This design comes from an exercise in tuning for small area and a short achievable clock period on the open sky130 flow, not from production work. Function was checked by simulation only, so behaviour that the tests miss may differ from the original. Power is estimated from default activity; no workload was simulated.

==> maple <==
Design fifo_flagged, start of the top module:
module fifo_flagged #(
  parameter int WIDTH    = 8,
  parameter int DEPTH    = 256,
  parameter int AF_LEVEL = DEPTH - 2,
  parameter int AE_LEVEL = 2
) (
  input  logic                           clk,
  input  logic                           reset_n,
  input  logic                           push,
  input  logic                           pop,
  input  logic                           flush,
  input  logic                           clear_err,
  input  logic [WIDTH-1:0]               din,
  output logic [WIDTH-1:0]               dout,
  output logic [$clog2(DEPTH+1)-1:0]     count,
  output logic                           empty,
  output logic                           full,
  output logic                           almost_full,
  output logic                           almost_empty,
  output logic                           overflow,
  output logic                           underflow,
  output logic [$clog2(DEPTH+1)-1:0]     max_level
);
  localparam int CNT_W  = $clog2(DEPTH+1);
  localparam int ADDR_W = $clog2(DEPTH);
  logic [15:0]       rhi_r, rlo_r;      
  localparam logic [15:0] RHI_RST = 16'h8000;    
  localparam logic [15:0] RLO_RST = 16'h4000;
  logic [15:0]       rhi_q, rlo_q;
  logic [15:0]       rlo2_r;
  logic              ring_up, ring_down;
  logic              ne_q, nae_q;
  logic              nempty_o_r, nae_o_r, full_o_r, af_o_r;
  logic [CNT_W-1:0]  count_o_r, max_o_r;
  logic [CNT_W-1:0]  count_r, max_r;
  logic              empty_r, full_r, af_r, ae_r, one_r, two_r, ovf_r, unf_r;
  logic              pend_v_r;
  ...
Settings: LEC_CHECK=0, CAP_MARGIN=20, CORE_MARGIN=2, CORE_UTILIZATION=55, SETUP_SLACK_MARGIN=3.45, SLEW_MARGIN=20, SYNTH_HIERARCHICAL=1; clock period 6.0 ns.
standard.sh (not shown) runs the stock make flow with config.mk's settings and CLKGATE_MAP_FILE= SYNTH_SCRIPT=/design/flow/synth_recipe.tcl, a recipe that flattens the netlist after the stock synthesis.
==> flow/flow/run.sh <==
#!/bin/bash
# Own layout flow: the standard ORFS flow (standard.sh), with a few
# layout-only settings changed on the make command line:
#  * ports buffered with plain buffers instead of the delay buffer that
#    buffer_ports picks by default;
#  * timing repair and resizing not limited to cells of the same footprint;
#  * clock tree built from larger sink clusters, without dummy loads;
# and one extra step between placement and clock tree synthesis: each
# register that drives nothing but an output port's buffer is moved next to
# that buffer (with the inverter between them, if any) and the placement is
# legalized again (flow/move_outregs.tcl).
# Synthesis is standard.sh's own, unchanged. Each tool's full output goes to
# ORFS's own log folder (orfs/logs/...); make's output goes to
# flow_make_place.log and flow_make_finish.log, the extra step's to
# move_outregs.log.
set -euo pipefail
cd "$(dirname "$0")/.."
VARS=(
  MATCH_CELL_FOOTPRINT=0
  "BUFFER_PORTS_ARGS=-buffer_cell sky130_fd_sc_hd__buf_4"
  "CTS_ARGS=-sink_clustering_enable -repair_clock_nets -dont_use_dummy_load -sink_clustering_size 25 -sink_clustering_max_diameter 90"
)
bash standard.sh "${VARS[@]}" place > flow_make_place.log 2>&1
RES=orfs/results/${FLOW_PLATFORM}/fifo_flagged/base
cat > move_outregs_run.tcl <<EOT
read_db $RES/3_place.odb
source flow/move_outregs.tcl
port_reg_moves
detailed_placement
check_placement -verbose
write_db $RES/3_place.odb.new
EOT
openroad -no_init -exit move_outregs_run.tcl > move_outregs.log 2>&1
mv -f $RES/3_place.odb.new $RES/3_place.odb
touch $RES/3_place.odb
bash standard.sh "${VARS[@]}" finish > flow_make_finish.log 2>&1
==> flow/flow/move_outregs.tcl <==
# Move each register that drives nothing but an output port's buffer (either
# directly or through an inverter that drives nothing else) next to that
# buffer; the caller then legalizes the placement.

# The instance driving net, or "" if none.
proc mo_driver {net} {
  foreach it [$net getITerms] { if {[$it isOutputSignal]} { return [$it getInst] } }
  return ""
}

# The net on inst's single signal input, and the number of loads on it.
proc mo_input_net {inst} {
  foreach it [$inst getITerms] {
    if {[$it isInputSignal]} { return [$it getNet] }
  }
  return "NULL"
}

proc mo_loads {net} {
  set n 0
  foreach it [$net getITerms] { if {![$it isOutputSignal]} { incr n } }
  return $n
}

proc port_reg_moves {} {
  set block [ord::get_db_block]
  set moved 0
  set kept 0
  foreach bterm [$block getBTerms] {
    if {[$bterm getIoType] != "OUTPUT"} { continue }
    set net [$bterm getNet]
    if {$net == "NULL"} { continue }
    set buf [mo_driver $net]
    if {$buf == ""} { continue }
    set in [mo_input_net $buf]
    if {$in == "NULL" || [mo_loads $in] != 1} { incr kept; continue }
    set drv [mo_driver $in]
    if {$drv == ""} { continue }
    set chain {}
    if {[string match "*inv*" [[$drv getMaster] getName]]} {
      lappend chain $drv
      set in2 [mo_input_net $drv]
      if {$in2 == "NULL" || [mo_loads $in2] != 1} { incr kept; continue }
      set drv [mo_driver $in2]
      if {$drv == ""} { continue }
    }
    if {![string match "*df*" [[$drv getMaster] getName]]} { incr kept; continue }
    lappend chain $drv
    set loc [$buf getLocation]
    foreach inst $chain {
      $inst setLocation [lindex $loc 0] [lindex $loc 1]
      $inst setPlacementStatus PLACED
    }
    incr moved
  }
  puts "moved $moved output registers, left $kept with other loads"
}
==> delta (differences from maple) <==
--- a/flow/design.v
+++ b/flow/design.v
@@ -3,17 +3,16 @@
   parameter int DEPTH  = 256,
   parameter int ADDR_W = 8    
 ) (
   input  logic              clk,
   input  logic              shift,
   input  logic [WIDTH-1:0]  wdata,
   input  logic [15:0]       rhi,      
   input  logic [15:0]       rlo,      
-  input  logic [15:0]       rlo2,     
   output logic [WIDTH-1:0]  nrd0,     
   output logic [WIDTH-1:0]  nrd1
 );
   localparam int NG1 = (DEPTH + 2) / 3;    
   localparam int NG2 = (NG1 + 2) / 3;      
   localparam int NG3 = (NG2 + 1) / 2;      
   localparam int NG4 = (NG3 + 2) / 3;      
   logic [DEPTH-1:0][WIDTH-1:0] mem, mem_nxt;
@@ -28,24 +27,18 @@
   for (genvar w = 0; w < DEPTH; w++) begin : g_word
     for (genvar b = 0; b < WIDTH; b++) begin : g_bit
       fifo_flagged_ao22 u_hold (
         .a1(shift), .a2(mem_prev[w][b]), .b1(keep), .b2(mem[w][b]), .y(mem_nxt[w][b])
       );
     end
   end
   always_ff @(posedge clk) mem <= mem_nxt;
-  logic [15:0] nrhi, nrlo, nrlo2;
-  assign nrhi  = ~rhi;
-  assign nrlo  = ~rlo;
-  assign nrlo2 = ~rlo2;
   for (genvar w = 0; w < DEPTH; w++) begin : g_sel
-    fifo_flagged_nor2 u_sel (
-      .a(nrhi[w / 16]), .b((w / 16 < 8) ? nrlo[w % 16] : nrlo2[w % 16]), .y(rsel[w])
-    );
+    fifo_flagged_and2 u_sel (.a(rhi[w / 16]), .b(rlo[w % 16]), .y(rsel[w]));
   end
   for (genvar b = 0; b < WIDTH; b++) begin : g_rd
     logic [NG1-1:0] t1;
     logic [NG2-1:0] t2;
     logic [NG3-1:0] t3;
     logic [NG4-1:0] t4;
     for (genvar g = 0; g < NG1; g++) begin : g_l1
       if (3*g + 2 < DEPTH) begin : g_3
@@ -108,16 +101,19 @@
   for (genvar g = 0; g < (N+1)/2; g++) begin : g_n
     if (2*g + 1 < N) begin : g_2
       fifo_flagged_nor2 u (.a(a[2*g]), .b(a[2*g+1]), .y(y[g]));
     end else begin : g_1
       assign y[g] = ~a[2*g];
     end
   end
 endmodule
+module fifo_flagged_and2 (input logic a, b, output logic y);
+  assign y = a & b;
+endmodule
 module fifo_flagged_nor3 (input logic a, b, c, output logic y);
   assign y = ~(a | b | c);
 endmodule
 module fifo_flagged_nor2 (input logic a, b, output logic y);
   assign y = ~(a | b);
 endmodule
 module fifo_flagged #(
   parameter int WIDTH    = 8,
@@ -143,20 +139,18 @@
   output logic [$clog2(DEPTH+1)-1:0]     max_level
 );
   localparam int CNT_W  = $clog2(DEPTH+1);
   localparam int ADDR_W = $clog2(DEPTH);
   logic [15:0]       rhi_r, rlo_r;      
   localparam logic [15:0] RHI_RST = 16'h8000;    
   localparam logic [15:0] RLO_RST = 16'h4000;
   logic [15:0]       rhi_q, rlo_q;
-  logic [15:0]       rlo2_r;
-  logic              ring_up, ring_down;
   logic              ne_q, nae_q;
-  logic              nempty_o_r, nae_o_r, full_o_r, af_o_r;
+  logic              empty_o_r, ae_o_r, full_o_r;
   logic [CNT_W-1:0]  count_o_r, max_o_r;
   logic [CNT_W-1:0]  count_r, max_r;
   logic              empty_r, full_r, af_r, ae_r, one_r, two_r, ovf_r, unf_r;
   logic              pend_v_r;
   logic [WIDTH-1:0]  pend_d_r, dout_r, rd_data;
   logic pop_ok, wr, rd, inc, dec, ovf_ev, unf_ev;
   logic [CNT_W-1:0] cnt_inc, cnt_dec, cnt_nxt, max_nxt;
   logic empty_n, full_n, af_n, ae_n, one_n, two_n;
@@ -236,26 +230,16 @@
         if (rlo_r[0]) rhi_q <= {rhi_r[0], rhi_r[15:1]} ^ RHI_RST;
       end
     end
   end
   assign empty_r = ~ne_q;
   assign ae_r    = ~nae_q;
   assign rhi_r   = rhi_q ^ RHI_RST;
   assign rlo_r   = rlo_q ^ RLO_RST;
-  assign ring_up   = ~flush & pend_v_r & ~rd;
-  assign ring_down = ~flush & rd & ~pend_v_r;
-  fifo_flagged_ring #(.RST(RLO_RST)) u_rlo2 (
-    .clk    (clk),
-    .reset_n(reset_n),
-    .flush  (flush),
-    .up     (ring_up),
-    .down   (ring_down),
-    .q      (rlo2_r)
-  );
   logic             sel_mem, nsel_mem;
   logic [WIDTH-1:0] dout_alt, dout_nxt, rd_n0, rd_n1, rd_m, alt_m;
   always_comb begin
     sel_mem = rd & ~one_r & ~(two_r & pend_v_r);
     if (empty_r | (rd & one_r)) dout_alt = din;
     else if (rd)                dout_alt = pend_d_r;
     else                        dout_alt = dout_r;
   end
@@ -265,42 +249,41 @@
     fifo_flagged_nand2 u_m1  (.a(sel_mem), .b(rd_data[b]), .y(rd_m[b]));
     fifo_flagged_nand2 u_m0  (.a(nsel_mem), .b(dout_alt[b]), .y(alt_m[b]));
     fifo_flagged_nand2 u_out (.a(rd_m[b]), .b(alt_m[b]), .y(dout_nxt[b]));
   end
   always_ff @(posedge clk) begin
     pend_d_r <= din;
     dout_r   <= dout_nxt;
   end
-  fifo_flagged_outreg #(.W(2*CNT_W + 4)) u_out (
+  fifo_flagged_outreg #(.W(2*CNT_W + 3), .RST({{(2*CNT_W + 1){1'b0}}, 2'b11})) u_out (
     .clk    (clk),
     .reset_n(reset_n),
-    .d      ({cnt_nxt, max_nxt, full_n, af_n, ~empty_n, ~ae_n}),
-    .q      ({count_o_r, max_o_r, full_o_r, af_o_r, nempty_o_r, nae_o_r})
+    .d      ({cnt_nxt, max_nxt, full_n, empty_n, ae_n}),
+    .q      ({count_o_r, max_o_r, full_o_r, empty_o_r, ae_o_r})
   );
   fifo_flagged_ram #(
     .WIDTH (WIDTH),
     .DEPTH (DEPTH),
     .ADDR_W(ADDR_W)
   ) u_ram (
     .clk  (clk),
     .shift(pend_v_r),
     .wdata(pend_d_r),
     .rhi  (rhi_r),
     .rlo  (rlo_r),
-    .rlo2 (rlo2_r),
     .nrd0 (rd_n0),
     .nrd1 (rd_n1)
   );
   assign dout         = dout_r;
   assign count        = count_o_r;
-  assign empty        = ~nempty_o_r;
+  assign empty        = empty_o_r;
   assign full         = full_o_r;
-  assign almost_full  = af_o_r;
-  assign almost_empty = ~nae_o_r;
+  assign almost_full  = af_r;
+  assign almost_empty = ae_o_r;
   assign overflow     = ovf_r;
   assign underflow    = unf_r;
   assign max_level    = max_o_r;
 endmodule
 module fifo_flagged_outreg #(
   parameter int          W   = 1,
   parameter logic [W-1:0] RST = '0
 ) (
@@ -309,27 +292,8 @@
   input  logic [W-1:0] d,
   output logic [W-1:0] q
 );
   always_ff @(posedge clk or negedge reset_n) begin
     if (!reset_n) q <= RST;
     else          q <= d;
   end
 endmodule
-module fifo_flagged_ring #(
-  parameter logic [15:0] RST = 16'h0001
-) (
-  input  logic        clk,
-  input  logic        reset_n,
-  input  logic        flush,
-  input  logic        up,
-  input  logic        down,
-  output logic [15:0] q
-);
-  logic [15:0] q_s;
-  assign q = q_s ^ RST;
-  always_ff @(posedge clk or negedge reset_n) begin
-    if (!reset_n)  q_s <= '0;
-    else if (flush) q_s <= '0;
-    else if (up)    q_s <= {q[14:0], q[15]} ^ RST;
-    else if (down)  q_s <= {q[0], q[15:1]} ^ RST;
-  end
-endmodule
==> flow/flow/run.sh (replaced) <==
#!/bin/bash
# Own layout flow: the standard ORFS flow (standard.sh), with a few
# layout-only settings changed on the make command line:
#  * ports buffered with plain buffers instead of the delay buffer that
#    buffer_ports picks by default;
#  * timing repair and resizing not limited to cells of the same footprint;
#  * clock tree built from larger sink clusters, without dummy loads.
# Synthesis is standard.sh's own, unchanged. Each tool's full output goes to
# ORFS's own log folder (orfs/logs/...); make's output goes to flow_make.log.
set -euo pipefail
cd "$(dirname "$0")/.."
bash standard.sh \
  MATCH_CELL_FOOTPRINT=0 \
  "BUFFER_PORTS_ARGS=-buffer_cell sky130_fd_sc_hd__buf_4" \
  "CTS_ARGS=-sink_clustering_enable -repair_clock_nets -dont_use_dummy_load -sink_clustering_size 25 -sink_clustering_max_diameter 90" \
  finish > flow_make.log 2>&1
removed: flow/flow/move_outregs.tcl
==> comparison table <==
metric	delta	maple
Combinational power share	4.8%	5.4%
Post_cts resized	286	232
Critical path startpoint	u_out.q[0]$_DFF_PN1_	rhi_q[5]$_DFFE_PN0P_
Sequential power share	64.0%	63.7%
Synthesized-area fraction occupied by ao, oa, aoi and oai cells	34.31%	34.34%
Largest driver fanout on the critical path	1	8
Final weighted congestion of routability-driven global placement	0.8543	0.8438
Library cells used by synthesis	68	62
Sequential cells	2144	2161
Fraction of synthesized cell area in xor and xnor cells	0.1546%	0.1772%
DPL Wire Length	126.3 mm	127.1 mm
P_int	17610 µW	17830 µW
Largest stage delay, worst path	0.69 ns	0.51 ns
Placeable core region	133100 µm²	133600 µm²
Total Routing Usage GR	28.32%	27.85%
Nonclk inv count	20	82
Comb. pwr	1100 µW	1260 µW
Achievable frequency	361.6 MHz	380.0 MHz
Global Route met2 Usage	41.70%	41.12%
Arr. time, crit path	1.57 ns	3.26 ns
Sequential area share after synthesis	58.83%	59.01%
Lkg Pwr	0.03081 µW	0.03120 µW
Status	finished clean	finished clean
Synthesized area	73650 µm²	74130 µm²
Fraction of synthesized area in multiplexers	0.5352%	0.4844%
Worst-Margin Slew	1.186 ns	1.150 ns

[port drivers added, routing unchanged]
Ports are ideal in the flow. The routed layouts listed here were re-timed in OpenROAD. Step 1 assumes that a clkbuf_16 drives the clock port and a buf_2 every other input. Step 2 adds t to the input delays and takes it off the output delays; t is the mean of the earliest and latest rising clock arrival at the registers after step 1. Input paths then give back, and output paths get back, about the clock's delay inside the block. Three values: ideal, step 1, step 2; two values: the first two.
run	t, ns	setup slack, ns	hold WS [ns]
maple	0.798	3.369 / 3.348 / 2.753	0.412 / 0.351 / 0.483
delta	0.804	3.234 / 3.153 / 2.750	0.264 / 0.230 / 0.486
After both steps setup and hold are still met in every run listed. The setup slack of maple, which loses most, moves by -0.021 ns with the drivers and by -0.616 ns with both steps.
